Background: an optimization exercise with open tools, aiming at small area, a short achievable clock period and few clock cycles per item. Do not read the settings as production practice.
Function was checked by simulation only, so behaviour that the tests miss may differ from the original.
Power figures rest on the tool's default switching activity, not on a simulated workload.

Setup of middle:
==> flow/design.v (excerpt) <==
module dcache #(
  parameter int LINES = 16,
  parameter int WORDS = 4,
  parameter int EK    = 4    
) (
  input  logic        clk,
  input  logic        reset,
  input  logic        read,
  input  logic        write,
  input  logic [31:0] address,
  input  logic [31:0] data_in,
  output logic [31:0] data_out,
  output logic        hit,
  output logic        done,
  output logic        busy,
  output logic        mem_req,
  output logic        mem_we,
  output logic [31:0] mem_addr,
  output logic [31:0] mem_wdata,
  input  logic [31:0] mem_rdata,
  input  logic        mem_ack
);
  localparam int IDX = $clog2(LINES);
  localparam int TW  = 28 - IDX;
  localparam int HW  = WORDS / 2;    
  typedef enum logic [2:0] {
    IDLE = 3'b000, LOOK = 3'b001, LOOK2 = 3'b101, REFILL = 3'b011, WMEM = 3'b010,
    WDLY = 3'b110
  } state_t;
  state_t      state;
  logic        ph;        
  logic [31:2] ma;        
  logic [1:0]  roff;      
  logic        wfirst;    
  logic        pend;      
  logic [1:0]  pw;        
  logic [LINES-1:0]       valid;
  logic [EK-1:0]          tlow   [LINES];
  logic [TW-1:EK]         tslot0 [LINES/2];
  logic [TW-1:EK]         tslot1 [LINES/2];
  logic [HW-1:0][31:0]    slot0 [LINES];
  logic [HW-1:0][31:0]    slot1 [LINES];
  logic [IDX-1:0] ridx;
  logic [TW-1:0]  rtag;
  logic           lhit, last, unused_lsb;
  assign ridx = ma[3+IDX:4];
  assign rtag = ma[31:4+IDX];
  logic [LINES-1:0]       lsel;
  logic [LINES/2-1:0][1:0] tsl;   
  logic [HW-1:0]          hsel;
  logic                   late;   
  logic [TW-1:0]          tsel;
  logic [31:0]            rword;
  logic [HW-1:0][31:0]    rline;
  logic                   vsel;
  always_comb begin
    tsel = '0;
    rword = '0;
    vsel = 1'b0;
    rline = '0;
    for (int p = 0; p < LINES/2; p++)
      tsel[TW-1:EK] = tsel[TW-1:EK] | ({(TW-EK){tsl[p][0]}} & tslot0[p])
                                    | ({(TW-EK){tsl[p][1]}} & tslot1[p]);
    for (int i = 0; i < LINES; i++) begin
      tsel[EK-1:0] = tsel[EK-1:0] | ({EK{lsel[i]}} & tlow[i]);
      vsel = vsel | (lsel[i] & valid[i]);
      for (int h = 0; h < HW; h++)
        rline[h] = rline[h] | ({32{lsel[i]}} & slot0[i][h]);
    end
    for (int h = 0; h < HW; h++)
      rword = rword | ({32{hsel[h]}} & rline[h]);
  end
  ...
For scale: roughly 6700 cells after synthesis, roughly 2600 flip-flops, about 200 I/O pins, ~77000 sq um of cells after synthesis.
==> flow/config.mk <==
export PLATFORM = sky130hd
export DESIGN_NAME = dcache
export DESIGN_NICKNAME = dcache
export VERILOG_FILES = /design/flow/design.v
export SDC_FILE = /design/flow/constraint.sdc
export NUM_CORES = 4
export LEC_CHECK = 0
export CAP_MARGIN = 20
export CORE_MARGIN = 2
export CORE_UTILIZATION = 50
export CTS_CLUSTER_DIAMETER = 100
export CTS_CLUSTER_SIZE = 30
export SLEW_MARGIN = 20
==> flow/constraint.sdc <==
create_clock -name core_clock -period 8.5 [get_ports {clk}]
set_input_delay 1.7000 -clock core_clock [delete_from_list [all_inputs] [get_ports {clk}]]
set_output_delay 1.7000 -clock core_clock [all_outputs]
set_load 0.01 [all_outputs]
standard.sh (not shown) runs the stock make flow with config.mk's settings and CLKGATE_MAP_FILE= SYNTH_SCRIPT=/design/flow/synth_recipe.tcl, a recipe that flattens the netlist after the stock synthesis.
==> flow/flow/run.sh <==
#!/bin/bash
# The standard layout (standard.sh, unchanged synthesis and steps) with two
# settings passed through the environment:
#  - port buffers made from buf_4 cells instead of the resizer's default pick
#    (a slow clkdlybuf4s50_1 that later repair cannot resize across footprints);
set -o pipefail
export BUFFER_PORTS_ARGS="-buffer_cell sky130_fd_sc_hd__buf_4"
export SETUP_SLACK_MARGIN=5.4
bash standard.sh > standard.log 2>&1
Testbench counts of middle, summed over its fixed seeds: cycles 153,843, items 24,000.
## Diff of input files: east against middle
-- flow/config.mk --
<<< middle, line 11
export CTS_CLUSTER_DIAMETER = 100
export CTS_CLUSTER_SIZE = 30
export SLEW_MARGIN = 20
>>> east, line 11
export CTS_CLUSTER_DIAMETER = 100
export CTS_CLUSTER_SIZE = 20
export SLEW_MARGIN = 20
Results
Final standard cell utilization of the core (lower): middle. east vs middle: combinational logic power up slightly. Filler cell count in the final layout in east is 154 below middle. east vs. middle: share of the clock period used by the worst path held steady; overall power of the completed layout grew by 1.6 mW; post-layout instance area grew by about 2%; count of placed standard cells in the final layout, fillers left out grew by 80.

-- re-timing with driven ports --
How much do the figures lean on ideal ports? The routed layouts below were timed once more, with nothing changed but the port constraints. Step 1 assumes that a clkbuf_16 drives the clock port and a buf_2 every other input. Step 2 times the ports against the registers' clock, not the clock port: input delays grow and output delays shrink by t, the midpoint of the rising clock arrivals with the driver on. Three values: ideal, step 1, step 2; two values: the first two.
run | t (ns) | slack for setup (ns) | worst setup path at the end | slew at the worst register clock pin (ns) | worst slew at a driven data input, ns
middle | 0.827 | 5.279 / 5.221 / 4.435 | input to register | 0.12 / 0.12 | 0.18
east | 0.874 | 5.286 / 5.212 / 4.424 | input to register | 0.09 / 0.09 | 0.18
After both steps every run listed still meets setup and hold. For east, which loses most, drivers alone change the setup slack by -0.074 ns; drivers and shift together by -0.862 ns.
